What follows belongs to an exercise in optimizing a design on an open flow for small area and a short achievable clock period; a production flow would make more cautious choices.
Function was checked by simulation only, so behaviour that the tests miss may differ from the original.
No activity file was given, so power comes from the tool's default toggle rates.

--- flow/config.mk ---
export PLATFORM = sky130hd
export DESIGN_NAME = rename_top
export DESIGN_NICKNAME = rename_top
export VERILOG_FILES = /design/flow/design.v
export SDC_FILE = /design/flow/constraint.sdc
export NUM_CORES = 4
export LEC_CHECK = 0
export CAP_MARGIN = 20
export CELL_PAD_IN_SITES_DETAIL_PLACEMENT = 1
export CELL_PAD_IN_SITES_GLOBAL_PLACEMENT = 2
export CORE_MARGIN = 2
export CORE_UTILIZATION = 25
export CTS_BUF_LIST = sky130_fd_sc_hd__clkbuf_16
export CTS_CLUSTER_DIAMETER = 100
export CTS_CLUSTER_SIZE = 20
export PLACE_DENSITY = 0.7
export SETUP_SLACK_MARGIN = 1.8
export SLEW_MARGIN = 20
--- flow/constraint.sdc ---
create_clock -name core_clock -period 6.0 [get_ports {clk}]
set_input_delay 1.2000 -clock core_clock [delete_from_list [all_inputs] [get_ports {clk}]]
set_output_delay 1.2000 -clock core_clock [all_outputs]
set_load 0.01 [all_outputs]
--- flow/design.v ---
`timescale 1ns/1ps
module rename_top (
    input  logic      clk,
    input  logic      rst,
    input  logic      rename_valid,
    input  logic [$clog2(32)-1:0] rs1_arch,
    input  logic [$clog2(32)-1:0] rs2_arch,
    input  logic [$clog2(32)-1:0] rd_arch,
    input  logic      complete_valid,
    input  logic [$clog2(16)-1:0]   complete_rob_id,
    input  logic      complete_mispredict,
    output logic      rename_ready,
    output logic [$clog2(64)-1:0]  rs1_phy,
    output logic [$clog2(64)-1:0]  rs2_phy,
    output logic [$clog2(64)-1:0]  rd_phy,
    output logic [$clog2(16)-1:0]   rob_id,
    output logic      retire_valid,
    output logic [$clog2(32)-1:0] retire_rd_arch,
    output logic [$clog2(64)-1:0]  retire_rd_phy,
    output logic      flush
);
    wire [$clog2(64)-1:0] fmap_q [32];
    wire [$clog2(64)-1:0] bmap_q [32];
    wire [64-1:0] free_q;
    wire [64-1:0] held_q;
    logic [64-1:0] free_d;
    logic [$clog2(64)-1:0] alloc_q;
    logic avail_q;
    logic ready_q;
    logic [$clog2(16):0] head_q;
    logic [$clog2(16):0] tail_q;
    logic [$clog2(32)-1:0] ent_rd_arch [16];
    logic [$clog2(64)-1:0]  ent_new_phy [16];
    logic [16-1:0] ent_done;
    logic [16-1:0] ent_misp;
    logic retire_misp;
    logic [$clog2(64)-1:0] release_phy;
    assign fmap_q[0] = '0;
    assign bmap_q[0] = '0;
    assign free_q[0] = 1'b0;
    assign held_q[0] = 1'b1;
    assign free_d[0] = 1'b0;
    assign rs1_phy = fmap_q[rs1_arch];
    assign rs2_phy = fmap_q[rs2_arch];
    logic [$clog2(64)-1:0] alloc_d;
    logic [7:0] grp_any;
    logic [2:0] grp_idx [8];
    always_comb begin
        for (int g = 0; g < 8; g++) begin
            grp_any[g] = |free_d[g*8 +: 8];
            grp_idx[g] = '0;
            for (int j = 7; j >= 0; j--) begin
                if (free_d[g*8 + j]) grp_idx[g] = j[2:0];
            end
        end
        alloc_d = '0;
        for (int g = 7; g >= 0; g--) begin
            if (grp_any[g]) alloc_d = {g[2:0], grp_idx[g]};
        end
    end
    logic [64-1:0] lower_free;
    always_comb begin
        lower_free[0] = 1'b0;
        for (int i = 1; i < 64; i++) begin
            lower_free[i] = lower_free[i-1] | free_q[i-1];
        end
    end
    logic recovering, rename_fire, alloc_fire, pop;
    logic rd_nz;
    logic [$clog2(16)-1:0] head_slot, tail_slot;
    logic [$clog2(16):0] head_d, tail_d;
    logic full_d, retire_valid_d, retire_misp_d, flush_d;
    assign head_slot = head_q[$clog2(16)-1:0];
    assign tail_slot = tail_q[$clog2(16)-1:0];
    assign recovering = (retire_valid && retire_misp) || flush;
    assign rd_nz = (rd_arch != '0);
    assign rename_ready = ready_q && (avail_q || !rd_nz);
    assign rename_fire  = rename_valid && rename_ready;
    assign alloc_fire   = rename_valid && ready_q && avail_q && rd_nz;
    assign rd_phy = alloc_fire ? alloc_q : '0;
    assign rob_id = tail_slot;
    assign pop = (head_q != tail_q) && ent_done[head_slot] && !recovering;
    assign retire_valid_d = pop;
    assign retire_misp_d = pop && ent_misp[head_slot];
    assign flush_d = retire_valid && retire_misp;
    always_comb begin
        head_d = head_q;
        tail_d = tail_q;
        if (flush) begin
            head_d = tail_q;
        end else begin
            if (pop) head_d = head_q + 1'b1;
            if (rename_fire) tail_d = tail_q + 1'b1;
        end
    end
    assign full_d = (head_d[$clog2(16)-1:0] == tail_d[$clog2(16)-1:0]) &&
                    (head_d[$clog2(16)] != tail_d[$clog2(16)]);
    logic release_valid;
    assign release_valid = retire_valid && (retire_rd_arch != '0);
    for (genvar i = 1; i < 32; i++) begin : g_map
        logic [$clog2(64)-1:0] f_q, b_q;
        assign fmap_q[i] = f_q;
        assign bmap_q[i] = b_q;
        always_ff @(posedge clk or posedge rst) begin
            if (rst) begin
                f_q <= i[$clog2(64)-1:0];
            end else if (flush) begin
                f_q <= b_q;
            end else if (alloc_fire && (rd_arch == i[$clog2(32)-1:0])) begin
                f_q <= alloc_q;
            end
        end
        always_ff @(posedge clk or posedge rst) begin
            if (rst) begin
                b_q <= i[$clog2(64)-1:0];
            end else if (release_valid && (retire_rd_arch == i[$clog2(32)-1:0])) begin
                b_q <= retire_rd_phy;
            end
        end
    end
    for (genvar i = 1; i < 64; i++) begin : g_phy
        logic rel_hit, new_hit, fr_q, hd_q;
        assign free_q[i] = fr_q;
        assign held_q[i] = hd_q;
        assign rel_hit = release_valid && (release_phy == i[$clog2(64)-1:0]);
        assign new_hit = release_valid && (retire_rd_phy == i[$clog2(64)-1:0]);
        assign free_d[i] = flush ? !hd_q
                                 : ((fr_q && (!alloc_fire || lower_free[i])) || rel_hit);
        always_ff @(posedge clk or posedge rst) begin
            if (rst) begin
                fr_q <= (i >= 32);
                hd_q <= (i < 32);
            end else begin
                fr_q <= free_d[i];
                hd_q <= (hd_q && !rel_hit) || new_hit;
            end
        end
    end
    always_ff @(posedge clk or posedge rst) begin
        if (rst) begin
            head_q <= '0;
            tail_q <= '0;
            retire_valid <= 1'b0;
            retire_misp <= 1'b0;
            flush <= 1'b0;
            ready_q <= 1'b1;
            alloc_q <= 32;
            avail_q <= 1'b1;
        end else begin
            head_q <= head_d;
            tail_q <= tail_d;
            retire_valid <= retire_valid_d;
            retire_misp <= retire_misp_d;
            flush <= flush_d;
            ready_q <= !full_d && !(retire_valid_d && retire_misp_d) && !flush_d;
            alloc_q <= alloc_d;
            avail_q <= |free_d;
        end
    end
    always_ff @(posedge clk) begin
        if (complete_valid && !recovering) begin
            ent_done[complete_rob_id] <= 1'b1;
            ent_misp[complete_rob_id] <= complete_mispredict;
        end
        if (rename_fire) begin
            ent_done[tail_slot] <= 1'b0;
        end
    end
    always_ff @(posedge clk) begin
        if (rename_fire) begin
            ent_rd_arch[tail_slot] <= rd_arch;
            ent_new_phy[tail_slot] <= rd_phy;
        end
    end
    logic [$clog2(32)-1:0] head_arch;
    assign head_arch = ent_rd_arch[head_slot];
    always_ff @(posedge clk) begin
        retire_rd_arch <= head_arch;
        retire_rd_phy <= ent_new_phy[head_slot];
        if (release_valid && (retire_rd_arch == head_arch)) begin
            release_phy <= retire_rd_phy;
        end else begin
            release_phy <= bmap_q[head_arch];
        end
    end
endmodule
--- flow/run.sh ---
#!/bin/bash
# synth_recipe.tcl (not shown) runs the flow's synth.tcl, then flattens the netlist and writes it again
# the make line also repeats each setting of config.mk as NAME=value (left out here)
make -C /OpenROAD-flow-scripts/flow DESIGN_CONFIG=/design/flow/config.mk WORK_HOME=/design/flow/orfs CLKGATE_MAP_FILE= SYNTH_SCRIPT=/design/flow/synth_recipe.tcl finish
==> results of run 1 <==
-- report_power, final --
part           internal (mW)  switching (mW)
clock                   1.54            1.93
combinational           2.71            4.32
sequential              7.44            2.78
total                   11.7            9.04
-- synthesized netlist by cell type (79+ instances only) --
master                     number
sky130_fd_sc_hd__a221oi_1      79
sky130_fd_sc_hd__a22oi_1      118
sky130_fd_sc_hd__mux2i_1      191
sky130_fd_sc_hd__dfstp_2      226
sky130_fd_sc_hd__a22o_1       102
sky130_fd_sc_hd__nand2_1      370
sky130_fd_sc_hd__edfxtp_1     192
sky130_fd_sc_hd__mux2_2       193
sky130_fd_sc_hd__o21ai_0      288
sky130_fd_sc_hd__nor2_1       226
sky130_fd_sc_hd__clkbuf_1     150
sky130_fd_sc_hd__dfrtp_1      293
-- layout make-up --
class / count / area (sq um)
diodes: 4 / 10.01
multi-input cells: 2301 / 16870
well taps: 1917 / 2399
clock buffers: 48 / 1201
fillers: 16260 / 103500
inverters: 37 / 142.6
flip-flops and latches: 744 / 19720
clock inverters: 36 / 264.0
repair buffers: 223 / 1953
-- sequential cells by signal (all words and copies together) (netlist names) --
register and flops:
flush 1, retire_misp 1, g_map.f_q 186, ent_new_phy 96, ready_q 1, ent_rd_arch 80
tail_q 5, retire_valid 1, g_phy.fr_q 63, retire_rd_arch 5, ent_done 16, alloc_q 6
g_phy.hd_q 63, retire_rd_phy 6, release_phy 6, ent_misp 16, head_q 5, avail_q 1
g_map.b_q 186
-- logic make-up after synthesis --
family          Yosys count
simple gates            978
compound gates          839
flops                   744
mux                     449
buf+inv                 224
xor+xnor                 24
fa+ha+maj                11
-- worst max-delay path by stage --
stage	from	end	slack (ps)	cells after the start
global placement	rd_arch[3]	alloc_q[0]	660	12
global route	rs2_arch[3]	rs2_phy[4]	1730	9
CTS	rs2_arch[3]	rs2_phy[4]	1740	9
finish	rs1_arch[0]	rs1_phy[3]	1790	9
detailed placement	rd_arch[3]	alloc_q[0]	650	12
floorplan	rst	alloc_q[0]	-2070	1
-- worst max-delay path, stage by stage --
cell and delay (ps):
sky130_fd_sc_hd__buf_4 140, sky130_fd_sc_hd__or2_4 270, sky130_fd_sc_hd__buf_4 150, sky130_fd_sc_hd__nor2_1 540, sky130_fd_sc_hd__a22o_1 220, sky130_fd_sc_hd__a221oi_1 60
sky130_fd_sc_hd__nand4_1 160, sky130_fd_sc_hd__or3_4 170, sky130_fd_sc_hd__buf_6 100
-- metrics by stage --
stage	TNS (ps)	instances	worst slack (ps)	area (sq um)	util
6_report	0	5310	1789	42550	0.2913
5_1_grt	0	5306	1725	42540	0.2912
4_1_cts	0	5292	1736	42250	0.2892
3_5_place_dp	0	5186	647.8	40230	0.2754
3_3_place_gp	0	5186	661.3	40230	0.2754
2_1_floorplan	-638830	3269	-2066	36910	-
-- per-layer routing --
| layer | wire length [um] | track usage |
|---|---|---|
| met5 | 0 | 0 |
| met4 | 8498 | 0.09763 |
| met3 | 11540 | 0.03377 |
| met2 | 78620 | 0.3510 |
| met1 | 76920 | 0.3153 |
-- timing repair --
item,in CTS,in global routing
gates resized for setup,205,39
setup buffers,22,14
pin swaps,25,18
setup endpoints to repair,87,21
==> metrics list, run 1 <==
- Fraction of the yosys area taken by sequential cells: 0.5337
- Cell chosen for the clock root: sky130_fd_sc_hd__clkbuf_16
- Cell taking the most area after synthesis: sky130_fd_sc_hd__dfrtp_1
- The H-tree generated during clock tree synthesis spans 2 levels.
- Worst-margin pin slew: 1103 ps
* Number of buffers added on ports: 59
- Overall power: 20.72 mW
- Gp weighted congestion: 1.056
- Count of different cell masters after synthesis: 86
- The startpoint identified for the worst register-to-register timing path is g_phy[7].fr_q.
* Syn Area/Cell: 11.29 sq um
- Vias per cell: 5.669
- Of the total synthesized cell area, the portion taken by full adders, half adders and majority gates is 0.003729.
- Summed over all layers, the global routing overflow is 0.
- After detailed routing, the number of remaining DRC violations is 0.
- For this design the ratio of total power to cell area is 486.9 mW/mm^2.
- Total Nets Final: 3,388
- Of the total synthesized cell area, the portion taken by XOR and XNOR cells is 0.005696.
- Time the final worst path needs with I/O delays and setup: 4211 ps
- Starting utilization of the core area: 0.2526
- Measured in cells, the most critical reg-to-reg path has a length of 10.
- Top cell type's share of synthesized area: 0.1987
* Worst voltage drop across the vdd grid: 0.2277 mV
- Share of the cycle needed by the critical path after routing: 0.7018
* Vias in the first global route: 30,260
* Post-synth net total: 3,304
* Setup repair after global routing missed its margin: yes
- Counting flops with an async set or reset pin after synthesis yields a share of 0.6976.
* Tot GR Track Use: 0.2271
* Setup slack, reg-to-reg: 1940 ps
- Worst min-delay path endpoint: g_map[17].f_q[4]
- The worst setup path is of the input port to output port kind.
* Fin. max-slew vios: 0
* Status: finished clean
- The worst register-to-register path ends at alloc_q[0].
- Startpoint of the tightest hold check path: g_map[17].b_q[4]
- For this run, the number of Yosys warnings is 2.
- Source-to-sink clock delay at the later pin of the worst-skew pair: 680 ps
- STA classifies the critical path endpoint as an output port.
* Die Width: 388.2 um
- WL final: 175.6 mm
- Setup violations remaining at the end of the flow were counted as 0.
* Top area cells in the synthesized netlist: sky130_fd_sc_hd__dfrtp_1 20%, sky130_fd_sc_hd__dfstp_2 16%, sky130_fd_sc_hd__edfxtp_1 16%, sky130_fd_sc_hd__mux2_2 5.9%, sky130_fd_sc_hd__mux2i_1 5.2%
- Number of violations reported at the end of detailed-routing iteration 0: 3,595
- The first detailed-routing pass took 6 iterations.
- Number of hold violations in the final report: 0
* Sink Count: 744
* Crit-path max FO: 6
* Max_slew headroom: 0.2647
- The detail route stage leaves a number of antenna-violating nets equal to 0.
- Share of cell area taken by muxes after synthesis: 0.1504
* Kind of start point of the critical path: input port
* Count of hold-fix buffers inserted at cts: 0
- Entering global routing, the biggest net connects 205 pins.
* Number of buffers added by the clock tree synthesis step: 46
* Max_cap viols: 0
* Count of boundary I/O pins: 60
- In the layout the commonest cells are 366 x sky130_fd_sc_hd__nand2_1, 290 x sky130_fd_sc_hd__dfrtp_1, 288 x sky130_fd_sc_hd__o21ai_0.
* Syn Std Cell Area: 0.03691 sq mm
- Floorplan Core Area: 0.1461 sq mm
- STA puts the critical path data arrival time at 3010 ps.
- Via count: 30,100
* Global-route wire length before repair: 244.6 mm
- Post-synthesis simple-gate area fraction: 0.1266
- The initial antenna violation count was 7.
- Compound-cell area share of the yosys netlist: 0.1558
* Area growth from synthesis to final layout: 15.30%
* Clock tree from TritonCTS: built
- The floorplan step set the die height to 388.2 um.
- The worst hold path passes through 2 cells.
- By area, the combinational part of the netlist is dominated by compound AO/OA/AOI/OAI gates.
- STA puts the critical path data required time at 4800 ps.
* Routed length per placed instance: 33.06 um
- The min-delay analysis places its worst path in the category register to register.
- No sink is reached through more buffers than the 3 on the longest clock path.
- The die covers 0.1507 sq mm.
* Clock slew at the register clock pins of the worst setup and hold paths: 90 ps
- Ratio of cells with drive above 1 in the final layout: 0.2594
- Synthesis produced 3,269 cells.
* Most common library cell in the layout ignoring fill and taps: sky130_fd_sc_hd__nand2_1
- DP Wirelength: 129.3 mm
* Cell Rows: 140
- Fmax: 237.5 MHz
- Across all hold checks on the routed design, the worst slack comes to 474.6 ps.
* Synth Register Bits: 744
- On the final layout, the worst clock skew is 51.10 ps.
* Standby leakage power: 15.52 nW
* Dominant synthesized flop cell: sky130_fd_sc_hd__dfrtp_1
- Post-synth EDFFs: 192
==> inputs of run 2 (changes only) <==
--- a/flow/config.mk
+++ b/flow/config.mk
@@ -14,5 +14,5 @@
 export CTS_CLUSTER_DIAMETER = 100
 export CTS_CLUSTER_SIZE = 20
-export PLACE_DENSITY = 0.7
+export PLACE_DENSITY = 0.95
 export SETUP_SLACK_MARGIN = 1.8
 export SLEW_MARGIN = 20
==> metrics list, run 2 <==
- The first detailed-routing pass took 6 iterations.
- The die covers 0.1507 sq mm.
- Max-cap violations in this run came to 0.
- IR analysis of the VDD net gives a maximum drop of 0.2392 mV.
* Dominant synthesized flop cell: sky130_fd_sc_hd__dfrtp_1
- The worst pin sits at a relative slew slack of 0.1282.
* Post-synth EDFFs: 192
* Via count: 30,840
* Syn Std Cell Area: 0.03691 sq mm
- The run finished with no timing, DRC or antenna violations.
- At the later pin of the worst-skew pair, clock insertion delay measures 660 ps.
- Most used standard cells in the synthesized netlist: 370 x sky130_fd_sc_hd__nand2_1, 293 x sky130_fd_sc_hd__dfrtp_1, 288 x sky130_fd_sc_hd__o21ai_0, 226 x sky130_fd_sc_hd__dfstp_2, 226 x sky130_fd_sc_hd__nor2_1
- Number of buffers between clock root and the deepest sink: 3
* Cell count after synthesis: 3,269
* Portion of total power attributed to sequential cells: 0.506
- Vias per cell: 5.765
* Final TNS setup: 0 ps
- Die Width: 388.2 um
- Count of hold-fix buffers inserted at cts: 0
- Kind of start point of the critical path: input port
* Worst min-delay path category: register to register
* Number of buffers added by the clock tree synthesis step: 44
- Once detail routing completed, the nets flagged for antenna violations numbered 0.
- The die is 388.2 um tall.
- Of the total power, combinational logic draws 0.337.
- Clock share of power: 0.158
* Number of hold violations in the final report: 0
- Fmax: 237.1 MHz
- By area the synthesized netlist is led by sky130_fd_sc_hd__dfrtp_1 20%, sky130_fd_sc_hd__dfstp_2 16%, sky130_fd_sc_hd__edfxtp_1 16%, sky130_fd_sc_hd__mux2_2 5.9%, sky130_fd_sc_hd__mux2i_1 5.2%.
- In the final design database the tool counted 3,429 nets.
- Entering global routing, the biggest net connects 182 pins.
* Vias in the first global route: 31,150
- Worst-margin pin slew: 1303 ps
* Starting utilization of the core area: 0.2526
* DRC errors left: 0
- Floorplan Core Area: 0.1461 sq mm
- The synthesized design contains 744 register bits.
- Of the cells placed in the final design, the portion with a size suffix greater than 1 is 0.2803.
* Setup repair after global routing missed its margin: yes
* WL final: 174.7 mm
* Routed length per placed instance: 32.65 um
- Clock slew at the register clock pins of the worst setup and hold paths: 80 ps
* Category of the worst setup path capture point: output port
- The internal portion of the total power is 11.59 mW.
* Total setup violations reported at the end of the flow: 0
- The initial antenna violation count was 10.
* Endpoint required time on the critical path: 4800 ps
- Worst Setup Path Type: input port to output port
- Switching portion of total power: 0.4379
- Sink Count: 744
* Tot GR Track Use: 0.2252
- At the end of routability-driven placement, the weighted congestion stood at 1.026.
- Most repeated cell in the gate-level netlist after synthesis: sky130_fd_sc_hd__nand2_1
- In the layout the commonest cells are 364 x sky130_fd_sc_hd__nand2_1, 288 x sky130_fd_sc_hd__o21ai_0, 287 x sky130_fd_sc_hd__dfrtp_1.
- For this run, the register share of the synthesized area comes to 0.5337.
- After floorplanning, the core was divided into 140 placement rows.
- Summed over all layers, the global routing overflow is 0.
- 60 I/O pins were placed.
* Async set or reset register ratio after synthesis: 0.6976
* Most common library cell in the layout ignoring fill and taps: sky130_fd_sc_hd__nand2_1
- Setup slack, reg-to-reg: 1890 ps
* Switching power summed over all nets: 9.033 mW
- Of the available clock period, the critical path in the final layout requires 0.7030.
* Number of violations reported at the end of detailed-routing iteration 0: 4,033
- In this run, distinct cell masters in the synthesized netlist total 86.
- The synthesized design spends more area on one cell type than any other, namely sky130_fd_sc_hd__dfrtp_1.
* Top cell type's share of synthesized area: 0.1987
- Subtracting the final worst setup slack from the clock period gives 4218 ps.
* Number of buffers added on ports: 59
* DP Wirelength: 130.5 mm
- Worst clock skew: 48.60 ps
* Cell chosen for the clock root: sky130_fd_sc_hd__clkbuf_16
- Critical Path AT: 3020 ps
- Clock tree from TritonCTS: built
- Number of H-tree levels: 2
- Pwr dens: 479.5 mW/mm^2
* Standby leakage power: 15.78 nW
- The number of max-slew violations in the final report was 0.
- Post-synth net total: 3,304
- Syn Area/Cell: 11.29 sq um
- Largest registers: g_map.b_q x186, g_map.f_q x186, ent_new_phy x96
- Overall power: 20.63 mW
* Number of warnings reported in the yosys synthesis log: 2
- From synthesis to final layout, the design area changed by 16.57%.
- The first global-routing pass estimated 244.4 mm of wire.
- Crit-path max FO: 6
==> run 2: cell counts after synthesis <==
No cell type changed its count.
==> run 2: cells by family after synthesis <==
family / share of synthesized area
and+or+nand+nor: 0.1266
AOI/OAI and AO/OA: 0.1558
DFF: 0.5337
muxes: 0.1504
buffers and inverters: 0.02417
xor gates and xnor gates: 0.005696
adders and majority gates: 0.003729
==> run 2: layout make-up <==
class | count | area [sq um]
fill | 16250 | 103100
inverter | 37 | 142.6
clock buffer | 44 | 1101
sequential | 744 | 19720
timing repair buffer | 266 | 2375
clock inverter | 37 | 221.5
antenna | 4 | 10.01
multi-input combinational | 2301 | 17050
tap | 1917 | 2399
==> run 2: worst paths after layout <==
kind / from / end / cells past startpoint
max: rs2_arch[3] / rs2_phy[3] / 12
min: g_phy[43].hd_q / g_phy[43].fr_q / 1
max reg2reg: head_q[0] / release_phy[2] / 12
min reg2reg: g_phy[43].hd_q / g_phy[43].fr_q / 1
max in group asynchronous: rst / g_map[22].f_q[0] / 3
min in group asynchronous: rst / g_phy[13].fr_q / 2
==> run 2: layer usage <==
metal / global-route usage / up-vias / wire, um
met2: 0.3513 / 1561 / 78360
met5: 0 / - / 74
li1: - / 12650 / -
met3: 0.04869 / 413 / 14990
met1: 0.2911 / 16210 / 69790
met4: 0.1209 / 10 / 11470
==> run 2: critical path, cell delays in order <==
cell and delay [ps]:
sky130_fd_sc_hd__buf_6 100, sky130_fd_sc_hd__nand2b_4 130, sky130_fd_sc_hd__buf_6 120, sky130_fd_sc_hd__buf_6 100
sky130_fd_sc_hd__nor2_4 40, sky130_fd_sc_hd__buf_6 130, sky130_fd_sc_hd__buf_12 120, sky130_fd_sc_hd__a22o_1 200
sky130_fd_sc_hd__a221oi_2 230, sky130_fd_sc_hd__nand4_1 130, sky130_fd_sc_hd__or3_4 350, sky130_fd_sc_hd__buf_2 150
==> run 2: repair_timing <==
action,in CTS,in global routing
setup buffers,40,34
setup endpoints to repair,56,29
pin swaps,39,32
resized for setup,254,69
==> run 2: power by group through the flow <==
stage               combinational (mW)  sequential (mW)  clock (mW)
finish                            6.95             10.4        3.25
global placement                  6.28             10.3           0
detailed placement                6.53             10.4           0
floorplan                         4.68             8.37           0
CTS                               6.65             10.3        3.26
global route                      7.41             10.4        3.42
==> run 2: stage by stage <==
stage	utilization	area, sq um	std cells	hold WS, ps	worst slack (ps)
3_3_place_gp	0.2756	40260	5190	444.7	531.6
4_1_cts	0.2904	42430	5311	478.5	1605
5_1_grt	0.2944	43010	5346	507.7	1707
2_1_floorplan	-	36910	3269	417.8	-2066
3_5_place_dp	0.2756	40260	5190	463.2	438.1
6_report	0.2945	43020	5350	476.9	1782
==> inputs of run 3 (changes only) <==
--- a/flow/config.mk
+++ b/flow/config.mk
@@ -14,5 +14,5 @@
 export CTS_CLUSTER_DIAMETER = 100
 export CTS_CLUSTER_SIZE = 20
-export PLACE_DENSITY = 0.95
+export PLACE_DENSITY = 0.45
 export SETUP_SLACK_MARGIN = 1.8
 export SLEW_MARGIN = 20
==> metrics list, run 3 <==
- Status: finished clean
* Post-detailed-placement cell area: 0.04069 sq mm
- Number of buffers added on ports: 59
* Number of warnings reported in the yosys synthesis log: 2
- In the routed design, unresolved DRC markers number 0.
- Area growth from synthesis to final layout: 17.37%
- Derived from the worst setup path, the maximum achievable clock frequency is 237.7 MHz.
- The final route contains 30,430 vias.
- Crit-path max FO: 8
* Cell chosen for the clock root: sky130_fd_sc_hd__clkbuf_16
- On the worst path, the slowest cell contributes a delay of 510 ps.
- Top cell type's share of synthesized area: 0.1987
* Dominant synthesized flop cell: sky130_fd_sc_hd__dfrtp_1
- Time the final worst path needs with I/O delays and setup: 4208 ps
- Kind of start point of the critical path: input port
- Worst clock skew: 65.17 ps
- WL final: 209.7 mm
* Post-synth EDFFs: 192
- Worst Setup Path Type: input port to output port
- Most used standard cells in the synthesized netlist: 370 x sky130_fd_sc_hd__nand2_1, 293 x sky130_fd_sc_hd__dfrtp_1, 288 x sky130_fd_sc_hd__o21ai_0, 226 x sky130_fd_sc_hd__dfstp_2, 226 x sky130_fd_sc_hd__nor2_1
- Count of different cell masters after synthesis: 86
- For this run, the total global-route usage over all layers was measured as 0.2734.
- Of all cell types, the one taking the most synthesized area is sky130_fd_sc_hd__dfrtp_1.
* Routed length per placed instance: 38.92 um
- The slowest stage of the critical path is the sky130_fd_sc_hd__a222oi_1 cell.
* Vias per cell: 5.647
- Category of the worst setup path capture point: output port
- Total Nets Final: 3,458
- For the worst setup path, the data arrival time is 3010 ps.
- Fraction of the yosys area taken by sequential cells: 0.5337
- DP Wirelength: 158.7 mm
- The largest registers in the layout are g_map.b_q x186, g_map.f_q x186, ent_new_phy x96.
- Synthesis produced a netlist whose cell count is 3,269.
- The initial antenna violation count was 12.
- Share of cell area taken by muxes after synthesis: 0.1504
* Ratio of cells with drive above 1 in the final layout: 0.2821
- Count of boundary I/O pins: 60
- Hold repair after CTS inserted 0 buffers.
- The final hold violation count is 0.
- TritonCTS built the clock tree.
- Worst min-delay path category: register to register
- Synth Register Bits: 744
- Once layout is done, the placed cells without fillers occupy 0.04332 sq mm.
- Dominant combinational cell family by area after synthesis: compound AO/OA/AOI/OAI gates
- Max_slew headroom: 0.1837
- For the worst-skew pair, the clock arrives at the later sink with an insertion delay of 720 ps.
- The setup check on the worst reg-to-reg path leaves a slack of 1850 ps.
* Setup repair after global routing missed its margin: yes
- Register area: 0.01972 sq mm
- After filler insertion, the fill cell instance count of the layout stands at 16,070.
* Syn Area/Cell: 11.29 sq um
- STA puts the critical path data required time at 4800 ps.
- In the final layout, the multi-input gates occupy 0.01698 sq mm.
- Async set or reset register ratio after synthesis: 0.6976
- The library cells used most frequently in the layout, excluding fill and tap cells, are 365 x sky130_fd_sc_hd__nand2_1, 289 x sky130_fd_sc_hd__dfrtp_1, 288 x sky130_fd_sc_hd__o21ai_0.
- Number of H-tree levels: 2
- Die area: 0.1507 sq mm
- Of the total synthesized cell area, the portion taken by XOR and XNOR cells is 0.005696.
* Number of violations reported at the end of detailed-routing iteration 0: 2,883
* Synthesized-area fraction occupied by adder cells: 0.003729
- Die Width: 388.2 um
- Top area cells in the synthesized netlist: sky130_fd_sc_hd__dfrtp_1 20%, sky130_fd_sc_hd__dfstp_2 16%, sky130_fd_sc_hd__edfxtp_1 16%, sky130_fd_sc_hd__mux2_2 5.9%, sky130_fd_sc_hd__mux2i_1 5.2%
- The number of max-slew violations in the final report is 0.
* Sink Count: 744
- Floorplan Core Area: 0.1461 sq mm
- Counting every net in the synthesized netlist gives 3,304.
- Starting utilization of the core area: 0.2526
* Vias in the first global route: 31,250
* Routed Antenna Nets: 0
- The floorplan step set the die height to 388.2 um.
- Total setup violations reported at the end of the flow: 0
- First-pass DRT Iterations: 7
- In the finished design, the share of the clock period the worst path needs comes to 0.7013.
- Syn Std Cell Area: 0.03691 sq mm
- Critical path cell sequence: buf_6, or3b_4, nor2_2, buf_6, a222oi_1, nand4_1, or3_4, buf_6
- Pin count of the biggest net entering global routing: 155
* Worst voltage drop across the vdd grid: 0.2240 mV
* Number of buffers added by the clock tree synthesis step: 48
- Of the total synthesized cell area, the portion taken by AND, OR, NAND and NOR gates is 0.1266.
* Standby leakage power: 15.92 nW
- Total grt overflow: 0
- The share of the synthesized area in compound gates (AO/OA/AOI/OAI) is 0.1558.
- Max_cap viols: 0
* Gp weighted congestion: 0.9752
* Pwr dens: 504.5 mW/mm^2
- In this run the deepest clock path goes through 3 buffers.
- sky130_fd_sc_hd__nand2_1 is the most common cell in the netlist.
- Clock slew at the register clock pins of the worst setup and hold paths: 90 ps
- Row generation in the floorplan step produced 140 rows.
- Global-route wire length before repair: 284.4 mm
- CP dominant cell by count: sky130_fd_sc_hd__buf_6
- Fin Hold WS: 475.5 ps
* Final core utilization: 0.2965
- For the pin with the worst max-slew slack, the measured transition is 1220 ps.
* Most common library cell in the layout ignoring fill and taps: sky130_fd_sc_hd__nand2_1
==> run 3: cell counts after synthesis <==
Identical to the previous run, type by type.
==> run 3: final timing paths <==
| check | from | end | cells past startpoint |
|---|---|---|---|
| setup / recovery | rs1_arch[2] | rs1_phy[4] | 8 |
| hold / removal | g_phy[35].hd_q | g_phy[35].fr_q | 1 |
| setup reg to reg | head_q[1] | release_phy[3] | 10 |
| hold reg to reg | g_phy[35].hd_q | g_phy[35].fr_q | 1 |
| max in group asynchronous | rst | g_map[30].f_q[0] | 3 |
| min in group asynchronous | rst | g_phy[23].fr_q | 2 |
==> run 3: layer usage <==
layer | track usage | up-vias | routed length [um]
met5 | 0 | - | 0
li1 | - | 12720 | -
met4 | 0.06728 | 0 | 5493
met3 | 0.03667 | 232 | 10240
met2 | 0.4104 | 926 | 90690
met1 | 0.4115 | 16550 | 103300
==> run 3: repair_timing <==
item / in CTS / in global routing
resized for setup: 227 / 57
setup endpoints to repair: 33 / 27
buffers inserted: 29 / 17
pin swaps: 35 / 28
cloned: 1 / 0
==> run 3: worst max-delay path, delay by kind of cell <==
family | cells | cell delay [ps]
AND/OR/NAND/NOR | 4 | 890
buffers and inverters | 3 | 380
AO/OA/AOI/OAI | 1 | 510
==> run 3: cell type report <==
cell class              count  share of cell area
well taps                1917             0.05537
clock inverters            40            0.006182
clock buffers              50             0.02889
multi-input cells        2301              0.3920
repair buffers            291             0.05855
flip-flops and latches    744              0.4552
diodes                      9           0.0005199
inverters                  37            0.003293
==> run 3: per-stage QoR <==
| stage | setup WS (ps) | TNS [ps] | instances | power (mW) |
|---|---|---|---|---|
| after CTS | 1766 | 0 | 5363 | 21.84 |
| after floorplan | -2066 | -638830 | 3269 | 13.05 |
| final | 1792 | 0 | 5389 | 21.85 |
| after global routing | 1748 | 0 | 5380 | 22.76 |
| after global placement | 458.0 | 0 | 5242 | 17.85 |
| after detailed placement | 569.4 | 0 | 5243 | 17.96 |
==> run 3: cell families after synthesis <==
| logic type | after synthesis |
|---|---|
| XOR/XNOR | 24 |
| AO/OA/AOI/OAI | 839 |
| multiplexers | 449 |
| flip-flops | 744 |
| buffers and inverters | 224 |
| AND/OR/NAND/NOR | 978 |
| adder cells (fa/ha/maj) | 11 |
==> run 3: power breakdown <==
| group | internal [mW] | switching [mW] | leakage (nW) |
|---|---|---|---|
| sequential | 7.44 | 3.22 | 8.21 |
| clock | 1.56 | 2.07 | 0.801 |
| combinational | 2.88 | 4.69 | 6.91 |
| total | 11.9 | 9.97 | 15.9 |
==> inputs of run 4 (changes only) <==
--- a/flow/config.mk
+++ b/flow/config.mk
@@ -10,9 +10,9 @@
 export CELL_PAD_IN_SITES_GLOBAL_PLACEMENT = 2
 export CORE_MARGIN = 2
-export CORE_UTILIZATION = 25
+export CORE_UTILIZATION = 45
 export CTS_BUF_LIST = sky130_fd_sc_hd__clkbuf_16
 export CTS_CLUSTER_DIAMETER = 100
 export CTS_CLUSTER_SIZE = 20
-export PLACE_DENSITY = 0.45
+export PLACE_DENSITY = 0.8
 export SETUP_SLACK_MARGIN = 1.8
 export SLEW_MARGIN = 20
==> metrics list, run 4 <==
* Cell Rows: 105
- Of the total power, combinational logic draws 0.347.
- Number of buffers added by the clock tree synthesis step: 44
* WL final: 173.6 mm
- Max-cap violations in this run came to 0.
- Gp weighted congestion: 1.067
- Number of buffers added on ports: 59
- The longest clock path from root to sink contains 3 buffers.
* Status: finished clean
* Clock share of power: 0.154
- Vias per cell: 7.011
* Dominant synthesized flop cell: sky130_fd_sc_hd__dfrtp_1
- Total setup violations reported at the end of the flow: 0
- The count of nets left with antenna violations once routing finished came out at 0.
- Area of all placed cells without fillers: 0.04163 sq mm
* Portion of total power attributed to sequential cells: 0.499
* Category of the worst setup path capture point: output port
* Number of hold violations in the final report: 0
- Fin Hold WS: 476.7 ps
* Most common library cell in the layout ignoring fill and taps: sky130_fd_sc_hd__nand2_1
* Worst-margin pin slew: 1177 ps
- Of the available clock period, the critical path in the final layout requires 0.7090.
* Pwr dens: 504.6 mW/mm^2
* Clock tree from TritonCTS: built
* Ratio of cells with drive above 1 in the final layout: 0.2690
* Kind of start point of the critical path: input port
- Clock slew at the register clock pins of the worst setup and hold paths: 90 ps
* Overall power: 21.01 mW
- The number of nets in the synthesized netlist is 3,304.
- The worst register-to-register path begins at head_q[0].
* DRC errors left: 0
- Count of different cell masters after synthesis: 86
* Vias in the first global route: 31,080
- A synthesized cell averages 11.29 sq um.
- Total grt overflow: 0
- The routed layout has 31,340 vias.
- Switching power summed over all nets: 9.410 mW
- Fraction of the yosys area taken by sequential cells: 0.5337
* Post-synth EDFFs: 192
- Detailed placement ended at an HPWL of 129.1 mm.
- By instance count, the leading cell after synthesis is sky130_fd_sc_hd__nand2_1.
* Die area: 0.08432 sq mm
- Sorting the synthesized cells by area gives the leading types as sky130_fd_sc_hd__dfrtp_1 20%, sky130_fd_sc_hd__dfstp_2 16%, sky130_fd_sc_hd__edfxtp_1 16%, sky130_fd_sc_hd__mux2_2 5.9%, sky130_fd_sc_hd__mux2i_1 5.2%.
* Cell taking the most area after synthesis: sky130_fd_sc_hd__dfrtp_1
- Die height: 290.4 um
- Worst Setup Path Type: input port to output port
- The die is 290.4 um wide.
- The startpoint identified for the worst hold timing path is g_phy[44].hd_q.
- First-pass DRT Iterations: 6
- Endpoint required time on the critical path: 4800 ps
- The largest registers in the layout are g_map.b_q x186, g_map.f_q x186, ent_new_phy x96.
* Setup repair after global routing missed its margin: yes
- Cell chosen for the clock root: sky130_fd_sc_hd__clkbuf_16
* Top cell type's share of synthesized area: 0.1987
- After the last flow step, the layout net total stands at 3,393.
* Fmax: 235.1 MHz
- Time the final worst path needs with I/O delays and setup: 4254 ps
- Floorplan Core Area: 0.08158 sq mm
* Syn Std Cell Area: 0.03691 sq mm
- STA puts the critical path data arrival time at 3050 ps.
- Cell internal power dissipation: 11.60 mW
- The Yosys step of the flow raised 2 warnings.
- Count of boundary I/O pins: 60
- The H-tree was split into 2 levels.
- The initial utilization of the core area, before any placement, comes to 0.4524.
- Clock latency on the worst-skew pair, taken at its later pin, is 660 ps.
- IR analysis of the VDD net gives a maximum drop of 0.3562 mV.
* Synth Register Bits: 744
* Post-detailed-placement cell area: 0.03909 sq mm
* Max_slew headroom: 0.2090
- Compared with the post-synthesis result, the final layout area differs by 12.80%.
- The clock net in this run drives a total of 744 sinks.
* Commonest non-fill, non-tap cells in the layout: 366 x sky130_fd_sc_hd__nand2_1, 288 x sky130_fd_sc_hd__dfrtp_1, 285 x sky130_fd_sc_hd__o21ai_0
- The most critical setup path has its startpoint at rs1_arch[4].
- Fin. max-slew vios: 0
* Pin count of the biggest net entering global routing: 183
* Tot GR Track Use: 0.4050
- In this run the worst path has a maximum fanout of 8.
- Summed over all cells, the static leakage comes to 15.58 nW.
- Number of violations reported at the end of detailed-routing iteration 0: 4,297
- Worst clock skew: 52.68 ps
* Initial antenna violation count: 13
* Worst min-delay path category: register to register
* Global-route wire length before repair: 243.0 mm
* Switching portion of total power: 0.4480
- Dividing the detail-routed wire length by the instance count gives 38.84 um.
- Cell count after synthesis: 3,269
- Most used standard cells in the synthesized netlist: 370 x sky130_fd_sc_hd__nand2_1, 293 x sky130_fd_sc_hd__dfrtp_1, 288 x sky130_fd_sc_hd__o21ai_0, 226 x sky130_fd_sc_hd__dfstp_2, 226 x sky130_fd_sc_hd__nor2_1
- Async set or reset register ratio after synthesis: 0.6976
-- run 4: cell counts after synthesis --
No cell type changed its count.
-- run 4: path summary, 6_finish.rpt --
check                           slack (ps)              end  cells after the start
worst max-delay path                  1750       rs1_phy[5]                      8
worst max register to register        1820   release_phy[0]                     10
worst min-delay path                   480   g_phy[44].fr_q                      1
max in group asynchronous             3570  g_map[3].b_q[2]                      3
min in group asynchronous             1030    g_phy[7].fr_q                      2
worst min register to register         480   g_phy[44].fr_q                      1
-- run 4: cell families after synthesis --
logic type / after synthesis / share of synthesized area
buffers and inverters: 224 / 0.02417
flip-flops: 744 / 0.5337
adder cells (fa/ha/maj): 11 / 0.003729
AO/OA/AOI/OAI: 839 / 0.1558
AND/OR/NAND/NOR: 978 / 0.1266
multiplexers: 449 / 0.1504
XOR/XNOR: 24 / 0.005696
-- run 4: final cells by class --
cell class              instances  area, sq um
diodes                          6        15.01
clock buffers                  44         1101
clock inverters                38        249.0
fillers                      8525        39950
inverters                      37        142.6
multi-input cells            2301        17030
flip-flops and latches        744        19720
well taps                    1070         1339
repair buffers                230         2042
-- run 4: through the flow --
stage               setup slack [ps]  setup TNS (ps)  instances  utilization
floorplan                      -2066         -638830       3269            -
detailed placement             324.7               0       4328       0.4792
finish                          1746               0       4470       0.5103
global placement               376.8               0       4328       0.4791
global route                    1732               0       4465       0.5101
CTS                             1703               0       4444       0.5052
-- run 4: per-layer routing --
| metal | track usage | vias up | wire (um) |
|---|---|---|---|
| met4 | 0.1570 | 12 | 8073 |
| met2 | 0.5956 | 1949 | 74310 |
| met5 | 0 | - | 87 |
| met3 | 0.1178 | 410 | 19480 |
| met1 | 0.5653 | 16440 | 71670 |
| li1 | - | 12530 | - |
-- run 4: power by group through the flow --
stage                     logic [mW]  clock network, mW  registers [mW]
after floorplan                 4.68                  0            8.37
after global placement          6.50                  0            10.3
after detailed placement        6.79                  0            10.3
after CTS                       7.07               3.26            10.2
after global routing            7.67               3.42            10.5
final                           7.29               3.23            10.5
-- run 4: critical path: stages --
cell and delay, ps:
sky130_fd_sc_hd__buf_6 130, sky130_fd_sc_hd__nand3b_1 240, sky130_fd_sc_hd__nor2_2 170, sky130_fd_sc_hd__a22o_1 240
sky130_fd_sc_hd__a221oi_4 300, sky130_fd_sc_hd__nand4_1 180, sky130_fd_sc_hd__or3_1 350, sky130_fd_sc_hd__clkdlybuf4s15_1 240
-- run 4: what timing repair did --
action | 4_1_cts | 5_1_grt
gates resized for setup | 235 | 66
setup buffers | 34 | 20
setup endpoints to repair | 107 | 24
pin swaps | 26 | 33
hold buffers | 0 | 0
==> inputs of run 5 (changes only) <==
--- a/flow/config.mk
+++ b/flow/config.mk
@@ -10,9 +10,9 @@
 export CELL_PAD_IN_SITES_GLOBAL_PLACEMENT = 2
 export CORE_MARGIN = 2
-export CORE_UTILIZATION = 45
+export CORE_UTILIZATION = 35
 export CTS_BUF_LIST = sky130_fd_sc_hd__clkbuf_16
 export CTS_CLUSTER_DIAMETER = 100
 export CTS_CLUSTER_SIZE = 20
-export PLACE_DENSITY = 0.8
+export PLACE_DENSITY = 0.85
 export SETUP_SLACK_MARGIN = 1.8
 export SLEW_MARGIN = 20
==> metrics list, run 5 <==
- Entering global routing, the biggest net connects 149 pins.
* Number of hold violations in the final report: 0
- Global routing met1 resource utilization: 0.4135
- The completed layout was analyzed and its total power is 20.33 mW.
- Standby leakage power: 15.63 nW
- Die Width: 328.7 um
- Synthesis produced a netlist with a net count of 3,304.
* Max_cap viols: 0
* Dominant synthesized flop cell: sky130_fd_sc_hd__dfrtp_1
- Of all cell types, the one taking the most synthesized area is sky130_fd_sc_hd__dfrtp_1.
- DP Wirelength: 120.2 mm
- Routed length per placed instance: 34.38 um
- The slowest stage of the critical path belongs to the cell sky130_fd_sc_hd__or3_4.
* Clock slew at the register clock pins of the worst setup and hold paths: 100 ps
* Fmax: 238.5 MHz
- Of the cells placed in the final design, the portion with a size suffix greater than 1 is 0.2613.
* Tot GR Track Use: 0.3020
- Number of violations reported at the end of detailed-routing iteration 0: 3,481
* Cell count after synthesis: 3,269
- Detailed routing inserted a total of 30,300 vias.
- The floorplan has 119 rows.
- The number of max-slew violations in the final report came to 0.
- In the layout the commonest cells are 365 x sky130_fd_sc_hd__nand2_1, 289 x sky130_fd_sc_hd__dfrtp_1, 288 x sky130_fd_sc_hd__o21ai_0.
* Crit-path max FO: 8
- Counting along the longest clock path gives a buffer depth of 3.
- Most repeated cell in the gate-level netlist after synthesis: sky130_fd_sc_hd__nand2_1
- Number of H-tree levels: 2
* Syn Std Cell Area: 0.03691 sq mm
- Buffers placed on the I/O ports in this run total 59.
- Met3 usage in global routing: 0.07948
* Most common library cell in the layout ignoring fill and taps: sky130_fd_sc_hd__nand2_1
- Count of boundary I/O pins: 60
* Die height: 328.7 um
- In the global route stage, met2 resource usage came out at 0.4473.
* First-pass DRT Iterations: 6
- Count of hold-fix buffers inserted at cts: 0
* Most used standard cells in the synthesized netlist: 370 x sky130_fd_sc_hd__nand2_1, 293 x sky130_fd_sc_hd__dfrtp_1, 288 x sky130_fd_sc_hd__o21ai_0, 226 x sky130_fd_sc_hd__dfstp_2, 226 x sky130_fd_sc_hd__nor2_1
- Endpoint required time on the critical path: 4800 ps
* Routed Antenna Nets: 0
- Ranked by total cell area, the synthesized netlist is headed by sky130_fd_sc_hd__dfrtp_1 20%, sky130_fd_sc_hd__dfstp_2 16%, sky130_fd_sc_hd__edfxtp_1 16%, sky130_fd_sc_hd__mux2_2 5.9%, sky130_fd_sc_hd__mux2i_1 5.2%.
- Vias per cell: 6.308
* Kind of start point of the critical path: input port
* WL final: 165.1 mm
* Critical path cell sequence: buf_12, nand3b_1, nor2_1, buf_4, a22o_1, a221oi_2, nand4_1, or3_4, buf_6
- Floorplan Core Area: 0.1050 sq mm
- Initial antenna violation count: 5
* Most used routing layer: met2
- Share of the cycle needed by the critical path after routing: 0.6988
* Pwr dens: 485.0 mW/mm^2
- Number of placed instances with taps included: 4,680
* Post-synth EDFFs: 192
* Total Nets Final: 3,409
- The tightest min-delay check is of the register to register type.
- Cell chosen for the clock root: sky130_fd_sc_hd__clkbuf_16
* Clock tree from TritonCTS: built
- Global-route wire length before repair: 233.1 mm
- Setup repair after global routing could not meet its margin everywhere.
- Critical Path AT: 2990 ps
- Summed over all layers, the global routing overflow is 0.
- Synth Register Bits: 744
- The clock drives 744 sinks.
* DRC errors left: 0
- Fraction of the yosys area taken by sequential cells: 0.5337
- Worst clock skew: 37.80 ps
* Count of placed standard cells in the final layout, fillers left out: 4,803
* Total setup violations reported at the end of the flow: 0
* Async set or reset register ratio after synthesis: 0.6976
- Worst Setup Path Type: input port to output port
- At the end of the flow the core is filled with cells to 0.3994.
- The die covers 0.1081 sq mm.
- The via count of the first global-routing pass came to 30,320.
- Number of warnings reported in the yosys synthesis log: 2
- Total of fill cells in the finished design: 11,280
- Count of different cell masters after synthesis: 86
* Time the final worst path needs with I/O delays and setup: 4193 ps
* Critical Path Max Stage Delay: 450 ps
- Of the post-synthesis cell area, the dominant cell type holds 0.1987.
- For this configuration, the core starts out at a cell density of 0.3516.
- Max_slew headroom: 0.2764
* Category of the worst setup path capture point: output port
* Syn Area/Cell: 11.29 sq um
- Final TNS setup: 0 ps
- From synthesis to final layout, the design area changed by 13.59%.
- Worst voltage drop across the vdd grid: 0.2638 mV
- The run finished with no timing, DRC or antenna violations.
- Gp weighted congestion: 1.039
* Largest registers: g_map.b_q x186, g_map.f_q x186, ent_new_phy x96
* Source-to-sink clock delay at the later pin of the worst-skew pair: 650 ps
- Worst-margin pin slew: 1081 ps
- Number of buffers added by the clock tree synthesis step: 44
## run 5: area by class of cell
class	count	area, sq um	share of cell area
Sequential cell	744	19720	0.4703
Multi-Input combinational cell	2301	16830	0.4016
Timing Repair Buffer	246	2135	0.05092
Tap cell	1391	1740	0.04152
Clock buffer	46	1151	0.02746
Clock inverter	36	196.4	0.004686
Inverter	37	142.6	0.003403
Antenna cell	2	5.005	0.0001194
## run 5: path summary, 6_finish.rpt
kind / from / endpoint / slack (ps) / depth (start not counted)
max reg2reg: g_phy[7].fr_q / alloc_q[0] / 1830 / 10
max: rs1_arch[3] / rs1_phy[0] / 1810 / 9
max in group asynchronous: rst / g_map[14].f_q[0] / 3500 / 3
min: g_phy[35].hd_q / g_phy[35].fr_q / 490 / 1
min in group asynchronous: rst / alloc_q[3] / 1170 / 2
min reg2reg: g_phy[35].hd_q / g_phy[35].fr_q / 490 / 1
## run 5: power breakdown
| part | total, mW | switching, mW | internal (mW) | leakage (nW) |
|---|---|---|---|---|
| Sequential | 10.1 | 2.63 | 7.43 | 8.20 |
| Combinational | 7.02 | 4.27 | 2.75 | 6.66 |
| Clock | 3.24 | 1.83 | 1.42 | 0.764 |
| Total | 20.3 | 8.73 | 11.6 | 15.6 |
## run 5: metrics by stage
stage | area, sq um | worst slack [ps] | hold slack, ps
5_1_grt | 41920 | 1748 | 506.3
2_1_floorplan | 36910 | -2066 | 417.8
6_report | 41920 | 1807 | 486.0
3_5_place_dp | 39730 | 629.2 | 457.6
3_3_place_gp | 39730 | 709.7 | 450.0
4_1_cts | 41680 | 1735 | 474.5
## run 5: what timing repair did
item,4_1_cts,5_1_grt
gates resized for setup,199,52
pin swaps,25,19
gates cloned,0,0
setup endpoints to repair,43,21
setup buffers,27,12
## run 5: layer usage
| layer | part of all wire | up-vias |
|---|---|---|
| met5 | 0.000079 | - |
| met4 | 0.055 | 2 |
| met3 | 0.10 | 384 |
| met2 | 0.43 | 1512 |
| met1 | 0.41 | 15810 |
| li1 | - | 12590 |
## run 5: cell families (layout without fill, tap and decap cells)
family,Yosys count,in the layout,share of synthesized area
AND/OR/NAND/NOR,978,978,0.1266
AO/OA/AOI/OAI,839,839,0.1558
flip-flops,744,744,0.5337
multiplexers,449,449,0.1504
buffers and inverters,224,365,0.02417
XOR/XNOR,24,24,0.005696
adder cells (fa/ha/maj),11,11,0.003729
other,0,2,0
## run 5: worst max-delay path, delay by kind of cell
kind / cells / cell delay [ps]
compound gates: 2 / 460
buf+inv: 3 / 450
simple gates: 4 / 880
==> inputs of run 6 (changes only) <==
--- a/flow/config.mk
+++ b/flow/config.mk
@@ -10,5 +10,5 @@
 export CELL_PAD_IN_SITES_GLOBAL_PLACEMENT = 2
 export CORE_MARGIN = 2
-export CORE_UTILIZATION = 35
+export CORE_UTILIZATION = 25
 export CTS_BUF_LIST = sky130_fd_sc_hd__clkbuf_16
 export CTS_CLUSTER_DIAMETER = 100
==> metrics list, run 6 <==
- Post-synth net total: 3,304
- Ratio of cells with drive above 1 in the final layout: 0.2636
- Routed length per placed instance: 32.86 um
- The die covers 0.1507 sq mm.
- Entering global routing, the biggest net connects 148 pins.
- Number of buffers added by the clock tree synthesis step: 45
- Counting flops and latches in the post-synthesis netlist gives 744.
* Top cell type's share of synthesized area: 0.1987
- Most used standard cells in the synthesized netlist: 370 x sky130_fd_sc_hd__nand2_1, 293 x sky130_fd_sc_hd__dfrtp_1, 288 x sky130_fd_sc_hd__o21ai_0, 226 x sky130_fd_sc_hd__dfstp_2, 226 x sky130_fd_sc_hd__nor2_1
- The clock passes through at most 3 buffers.
- Tot GR Track Use: 0.2255
- Summing every instance area after synthesis gives 0.03691 sq mm.
- The via count of the first global-routing pass is 30,640.
- WL final: 174.4 mm
- The die is 388.2 um wide.
- The total area inside the core boundary comes to 0.1461 sq mm.
- The number of max-slew violations in the final report is 0.
- Status: finished clean
- CP dominant cell by count: sky130_fd_sc_hd__buf_4
* Async set or reset register ratio after synthesis: 0.6976
* Clock tree from TritonCTS: built
* DRC errors left: 0
- On the critical path the largest part of the delay comes from simple AND/OR/NAND/NOR gates.
- Leaving out fill and tap cells, the most frequent cell in the layout is sky130_fd_sc_hd__nand2_1.
- Yosys attributes the largest share of cell area to sky130_fd_sc_hd__dfrtp_1 20%, sky130_fd_sc_hd__dfstp_2 16%, sky130_fd_sc_hd__edfxtp_1 16%, sky130_fd_sc_hd__mux2_2 5.9%, sky130_fd_sc_hd__mux2i_1 5.2%.
* Cell Rows: 140
* Antenna diodes: 0
* DP Wirelength: 130.3 mm
- Number of hold violations in the final report: 0
* Share of the cycle needed by the critical path after routing: 0.6989
- Cell taking the most area after synthesis: sky130_fd_sc_hd__dfrtp_1
- The filler cells instantiated in the layout total 16,320.
* Crit-path max FO: 8
- In the global route stage, met1 resource usage came out at 0.2946.
* Pwr dens: 488.8 mW/mm^2
- Count of boundary I/O pins: 60
* Met3 usage in global routing: 0.04728
- Leaving out fill and tap cells, the most frequent cells in the layout are 365 x sky130_fd_sc_hd__nand2_1, 288 x sky130_fd_sc_hd__o21ai_0, 288 x sky130_fd_sc_hd__dfrtp_1.
* Syn Area/Cell: 11.29 sq um
* Worst min-delay path category: register to register
- Source-to-sink clock delay at the later pin of the worst-skew pair: 650 ps
- WP buf/inv: 4
- Fmax: 238.5 MHz
- STA puts the critical path data required time at 4800 ps.
- Most used routing layer: met2
* Grt met2 use: 0.3486
- Cell with the largest stage delay on the worst path: sky130_fd_sc_hd__or3_4
- Max_cap viols: 0
- Post-detailed-placement cell area: 0.04021 sq mm
- Kind of start point of the critical path: input port
- Number of H-tree levels: 2
- The initial antenna violation count came to 7.
- Headroom to the max-slew limit came out at 0.1709.
- Area growth from synthesis to final layout: 15.20%
- Critical path cell sequence: buf_8, nand3b_1, buf_4, nor2_2, buf_4, a221oi_2, nand4_1, or3_4, buf_6
- Global-route wire length before repair: 243.8 mm
* Count of different cell masters after synthesis: 86
- Measured along the y axis, the die boundary spans 388.2 um.
- Input and output buffers added on the ports amount to 59.
- Worst-margin pin slew: 1239 ps
- The detailed router finished its first iteration with 3,493 violations.
* Critical Path AT: 2990 ps
* Post-synth EDFFs: 192
- After routing the design area is 0.04252 sq mm.
- Gp weighted congestion: 1.010
- In this run the remaining antenna-violating nets after routing total 0.
* Critical Path Max Stage Delay: 430 ps
* Via count: 30,230
* Most repeated cell in the gate-level netlist after synthesis: sky130_fd_sc_hd__nand2_1
- Total grt overflow: 0
* Largest registers: g_map.b_q x186, g_map.f_q x186, ent_new_phy x96
* Standby leakage power: 15.52 nW
- Final TNS setup: 0 ps
- Counting every sink on the clock net gives 744.
- First-pass DRT Iterations: 6
- Starting utilization of the core area: 0.2526
- Total Nets Final: 3,389
- Worst Setup Path Type: input port to output port
- Across all hold checks on the routed design, the worst slack comes to 481.2 ps.
- Of the synthesized area, sequential elements account for 0.5337.
* Final core utilization: 0.2910
- Cell chosen for the clock root: sky130_fd_sc_hd__clkbuf_16
- Number of warnings reported in the yosys synthesis log: 2
- Dominant synthesized flop cell: sky130_fd_sc_hd__dfrtp_1
- Clock-pin slew was measured on the worst setup and hold paths at 90 ps.
* Worst voltage drop across the vdd grid: 0.2421 mV
- Total setup violations reported at the end of the flow: 0
- Time the final worst path needs with I/O delays and setup: 4193 ps
- Category of the worst setup path capture point: output port
* Setup repair after global routing missed its margin: yes
- Worst clock skew: 32.50 ps
- In the synthesized netlist, the number of instances is 3,269.
* Vias per cell: 5.695
run 6: changes by cell type in the layout (fill, tap and decap cells not counted), sizes merged:
cell,previous run,this run
dlygate4sd2,6,4
clkbuf,53,50
clkdlybuf4s15,1,6
inv,67,68
clkdlybuf4s18,1,0
diode,2,0
bufinv,0,1
buf,206,186
run 6: final timing paths:
| kind | from | endpoint | slack, ps | cells after the start |
|---|---|---|---|---|
| max in group asynchronous | rst | g_map[21].f_q[3] | 3740 | 3 |
| worst max register to register | head_q[1] | release_phy[3] | 1920 | 9 |
| worst min register to register | g_phy[35].hd_q | g_phy[35].fr_q | 480 | 1 |
| min in group asynchronous | rst | g_phy[16].fr_q | 1000 | 2 |
| worst min-delay path | g_phy[35].hd_q | g_phy[35].fr_q | 480 | 1 |
| worst max-delay path | rs1_arch[3] | rs1_phy[3] | 1810 | 9 |
run 6: per-stage QoR:
stage,std cells,worst slack (ps),power [mW]
2_1_floorplan,3269,-2066,13.05
3_3_place_gp,5186,634.6,16.80
3_5_place_dp,5186,595.1,17.07
4_1_cts,5289,1714,20.51
5_1_grt,5308,1725,21.48
6_report,5308,1807,20.78
run 6: cells by family after synthesis:
| group | share of synthesized area |
|---|---|
| and+or+nand+nor | 0.1266 |
| AOI/OAI and AO/OA | 0.1558 |
| DFF | 0.5337 |
| muxes | 0.1504 |
| buffers and inverters | 0.02417 |
| xor gates and xnor gates | 0.005696 |
| adders and majority gates | 0.003729 |
run 6: layout make-up:
cell class                 count  area (sq um)  share of cell area
inverter                      37         142.6            0.003355
timing repair buffer         225          1949             0.04585
clock buffer                  46          1151             0.02707
sequential                   744         19720              0.4638
clock inverter                38         240.2            0.005650
tap                         1917          2399             0.05642
multi-input combinational   2301         16920              0.3979
run 6: routing by layer:
layer	vias up	routed length (um)	share of wire
met4	10	11010	0.063
met3	368	13390	0.077
met5	-	72	0.00041
li1	12540	-	-
met2	1379	77930	0.45
met1	15930	72040	0.41
run 6: report_power, final:
| group | leakage (nW) | internal, mW | switching, mW |
|---|---|---|---|
| logic | 6.53 | 2.72 | 4.21 |
| registers | 8.20 | 7.43 | 3.07 |
| clock network | 0.785 | 1.47 | 1.87 |
| total | 15.5 | 11.6 | 9.16 |
run 6: what timing repair did:
item	CTS	global route
hold buffers	0	0
hold endpoints to repair	0	0
resized for setup	208	62
buffers inserted	19	18
pin swaps	16	27
setup endpoints to repair	42	28
==> inputs of run 7 (changes only) <==
--- a/flow/config.mk
+++ b/flow/config.mk
@@ -14,4 +14,5 @@
 export CTS_CLUSTER_DIAMETER = 100
 export CTS_CLUSTER_SIZE = 20
+export GPL_TIMING_DRIVEN = 0
 export PLACE_DENSITY = 0.85
 export SETUP_SLACK_MARGIN = 1.8
==> metrics list, run 7 <==
- The synthesized design contains 744 register bits.
* Number of buffers added on ports: 56
- Adding up every negative setup slack in the final design gives 0 ps.
* Endpoint required time on the critical path: 6550 ps
* Post-detailed-placement cell area: 0.04053 sq mm
- The library cell used most frequently in the layout, excluding fill and tap cells, is sky130_fd_sc_hd__nand2_1.
- The final layout contains routed wiring with a total length of 179.3 mm.
- Portion of total power attributed to sequential cells: 0.468
- Vias in the first global route: 31,400
* Ratio of cells with drive above 1 in the final layout: 0.2761
- Top cell type's share of synthesized area: 0.1987
* Fraction of the yosys area taken by sequential cells: 0.5337
* Worst min-delay path category: register to register
* Pwr dens: 486.0 mW/mm^2
* Switching power summed over all nets: 9.437 mW
- The run finished with no timing, DRC or antenna violations.
* First-pass DRT Iterations: 6
- At the end of routability-driven placement, the weighted congestion stood at 1.035.
* Count of boundary I/O pins: 60
- Setup slack, reg-to-reg: 1720 ps
- In this run, placement finished with an instance count of 5,276.
* Largest registers: g_map.b_q x186, g_map.f_q x186, ent_new_phy x96
* Crit-path max FO: 10
- Cell with the largest stage delay on the worst path: sky130_fd_sc_hd__mux4_2
- Async set or reset register ratio after synthesis: 0.6976
- In the post-synthesis netlist, the cell with the most instances is sky130_fd_sc_hd__nand2_1.
- In this run the standard cell core region covers 0.1461 sq mm.
- The number of buffers and inverters on the critical path is 3.
* Initial antenna violation count: 5
- The number of max-slew violations in the final report came to 0.
* Clock tree from TritonCTS: built
* Number of warnings reported in the yosys synthesis log: 2
- Cell internal power dissipation: 11.86 mW
- The clock reaches the later pin of the worst-skew pair after 680 ps.
- Sink Count: 744
* Worst clock skew: 52.76 ps
- Standby leakage power: 15.84 nW
- The mapped netlist covers 0.03691 sq mm.
- Clock slew at the register clock pins of the worst setup and hold paths: 90 ps
- Syn Area/Cell: 11.29 sq um
- Cell count after synthesis: 3,269
- Routed Antenna Nets: 0
- From synthesis to final layout, the design area changed by 18.75%.
- Share of the cycle needed by the critical path after routing: 0.7140
* Vias per cell: 5.826
- Cell chosen for the clock root: sky130_fd_sc_hd__clkbuf_16
- Number of violations reported at the end of detailed-routing iteration 0: 4,196
- Number of buffers added by the clock tree synthesis step: 46
- The share of total power dissipated in the clock network is 0.164.
* Number of buffers between clock root and the deepest sink: 3
* Die Width: 388.2 um
* Commonest non-fill, non-tap cells in the layout: 363 x sky130_fd_sc_hd__nand2_1, 293 x sky130_fd_sc_hd__dfrtp_1, 288 x sky130_fd_sc_hd__o21ai_0
* Count of hold-fix buffers inserted at cts: 0
- Setup repair after global routing missed its margin: yes
- For the pin with the worst max-slew slack, the measured transition is 1200 ps.
- Number of hold violations in the final report: 0
- Time the final worst path needs with I/O delays and setup: 4284 ps
* Switching portion of total power: 0.4431
- Entering global routing, the biggest net connects 36 pins.
* DP Wirelength: 136.4 mm
- After floorplanning, the core was divided into 140 placement rows.
- The finished layout holds 5,421 standard cells, fillers aside.
* Relative contribution of combinational cells to total power: 0.368
- Routed length per placed instance: 33.08 um
* Category of the worst setup path capture point: register
- Dominant synthesized flop cell: sky130_fd_sc_hd__dfrtp_1
- Cell class contributing the biggest share of worst-path delay: simple AND/OR/NAND/NOR gates
- Post-synth EDFFs: 192
* Post-synth net total: 3,304
- Count of different cell masters after synthesis: 86
- Kind of start point of the critical path: register
- Via count: 31,580
- Tot GR Track Use: 0.2317
* Depth of the critical timing path with buffers and inverters included: 13
- Worst Setup Path Type: register to register
- Area of all placed cells without fillers: 0.04383 sq mm
- Number of H-tree levels: 2
* Die height: 388.2 um
- For this run, design rule violations remaining after detail routing come to 0.
- Total grt overflow: 0
- Worst voltage drop across the vdd grid: 0.2077 mV
* Global-route wire length before repair: 250.6 mm
* Critical Path AT: 4840 ps
* Critical path cell sequence: buf_6, buf_6, mux4_2, mux4_2, clkbuf_2, nor2b_1, nand2b_1, nor2_1, a22o_1, a221oi_1, nand4_1, nor3_4, o21ai_0
- The design draws 21.30 mW.
- Setup violations remaining at the end of the flow were counted as 0.
- Derived from the worst setup path, the maximum achievable clock frequency is 233.4 MHz.
* Die area: 0.1507 sq mm
- The biggest area contributor in the post-synthesis netlist is sky130_fd_sc_hd__dfrtp_1.
- Critical Path Max Stage Delay: 530 ps
- By area the synthesized netlist is led by sky130_fd_sc_hd__dfrtp_1 20%, sky130_fd_sc_hd__dfstp_2 16%, sky130_fd_sc_hd__edfxtp_1 16%, sky130_fd_sc_hd__mux2_2 5.9%, sky130_fd_sc_hd__mux2i_1 5.2%.
- The initial utilization of the core area, before any placement, comes to 0.2526.
* Worst Hold Path Cells: 1
- Across the run, the number of max-cap violations was 0.
* Max_slew headroom: 0.1967
* Most used standard cells in the synthesized netlist: 370 x sky130_fd_sc_hd__nand2_1, 293 x sky130_fd_sc_hd__dfrtp_1, 288 x sky130_fd_sc_hd__o21ai_0, 226 x sky130_fd_sc_hd__dfstp_2, 226 x sky130_fd_sc_hd__nor2_1
- After the last flow step, the layout net total stands at 3,502.
- Length in cells of the worst reg-to-reg path: 13
[run 7: worst register-to-register path: stages (launching register included)]
cell	delay (ps)
sky130_fd_sc_hd__dfrtp_1	390
sky130_fd_sc_hd__buf_6	200
sky130_fd_sc_hd__buf_6	210
sky130_fd_sc_hd__mux4_2	540
sky130_fd_sc_hd__mux4_2	520
sky130_fd_sc_hd__clkbuf_2	220
sky130_fd_sc_hd__nor2b_1	180
sky130_fd_sc_hd__nand2b_1	190
sky130_fd_sc_hd__nor2_1	230
sky130_fd_sc_hd__a22o_1	330
sky130_fd_sc_hd__a221oi_1	290
sky130_fd_sc_hd__nand4_1	240
sky130_fd_sc_hd__nor3_4	490
sky130_fd_sc_hd__o21ai_0	150
[run 7: cell families after synthesis]
| group | synth area share |
|---|---|
| adders and majority gates | 0.003729 |
| DFF | 0.5337 |
| muxes | 0.1504 |
| AOI/OAI and AO/OA | 0.1558 |
| buffers and inverters | 0.02417 |
| xor gates and xnor gates | 0.005696 |
| and+or+nand+nor | 0.1266 |
[run 7: layout make-up]
class                           count  area, sq um
Antenna cell                        2        5.005
Buffer                            187        993.5
Clock buffer                       48         1201
Clock inverter                     35        235.2
Fill cell                       16170       102300
Inverter                           37        142.6
Multi-Input combinational cell   2301        17500
Sequential cell                   744        19700
Tap cell                         1917         2399
Timing Repair Buffer              150         1650
[run 7: path summary, 6_finish.rpt]
path	start	to
max	head_q[0]	release_phy[2]
min	g_phy[35].hd_q	g_phy[35].fr_q
max reg2reg	head_q[0]	release_phy[2]
min reg2reg	g_phy[35].hd_q	g_phy[35].fr_q
max in group asynchronous	rst	g_map[21].f_q[0]
min in group asynchronous	rst	g_phy[46].hd_q
[run 7: through the flow]
step / hold WS [ps] / utilization / worst slack, ps
finish: 468.8 / 0.3000 / 1716
floorplan: 417.8 / - / -2066
global placement: 448.4 / 0.2729 / -5801
detailed placement: 446.3 / 0.2774 / -518.6
CTS: 460.6 / 0.2969 / 1782
global route: 512.0 / 0.3000 / 1655
[run 7: per-layer routing]
metal  global-route usage  wire (um)  part of all wire
met1               0.3191      74340              0.41
met2               0.3449      77020              0.43
met3              0.04728      17350             0.097
met4               0.1141      10590             0.059
met5                    0         27           0.00015
[run 7: timing repair]
item                       CTS  global route
setup buffers               43            15
pin swaps                   45            39
setup endpoints to repair  428            88
resized for setup          407            90
cloned                       1             0
[run 7: power groups by stage]
stage	clock network, mW	logic (mW)	registers (mW)
6_report	3.49	7.85	9.97
5_1_grt	3.66	8.32	9.97
4_1_cts	3.50	7.58	9.71
3_5_place_dp	0	7.31	9.78
3_3_place_gp	0	7.04	9.74
2_1_floorplan	0	4.68	8.37

-- re-timing with driven ports --
No port has a modelled driver above. Below, the same layouts with a new extraction and two added sets of constraints.
Step 1: set_driving_cell puts a clkbuf_16 on clk and a buf_2 on each other input, an assumption about the parent block.
Step 2, shift: input delay + t, output delay - t, t = (earliest + latest rising clock arrival at the registers) / 2. This alone moves slack from input paths to output paths.
Slacks: ideal ports / drivers / drivers and shift; pairs: ideal ports / drivers.
| run | t (ns) | slack for setup (ns) | hold WS [ns] | worst register clock-pin slew, ns | cell pins on the clock port's net |
|---|---|---|---|---|---|
| run 1 | 0.726 | 1.789 / 1.755 / 1.145 | 0.475 / 0.475 / 0.475 | 0.10 / 0.10 | 1 |
| run 2 | 0.710 | 1.782 / 1.736 / 1.193 | 0.477 / 0.477 / 0.477 | 0.10 / 0.10 | 1 |
| run 3 | 0.766 | 1.792 / 1.735 / 1.081 | 0.475 / 0.475 / 0.475 | 0.11 / 0.11 | 1 |
| run 4 | 0.706 | 1.746 / 1.695 / 1.155 | 0.477 / 0.477 / 0.477 | 0.10 / 0.10 | 1 |
| run 5 | 0.703 | 1.807 / 1.716 / 1.297 | 0.486 / 0.486 / 0.486 | 0.10 / 0.10 | 1 |
| run 6 | 0.708 | 1.807 / 1.746 / 1.266 | 0.481 / 0.481 / 0.481 | 0.10 / 0.10 | 1 |
| run 7 | 0.734 | 1.716 / 1.716 / 1.024 | 0.469 / 0.469 / 0.469 | 0.10 / 0.10 | 1 |
After both steps setup and hold are still met in every run listed. For run 3, which loses most, drivers alone change the setup slack by -0.057 ns; drivers and shift together by -0.711 ns.
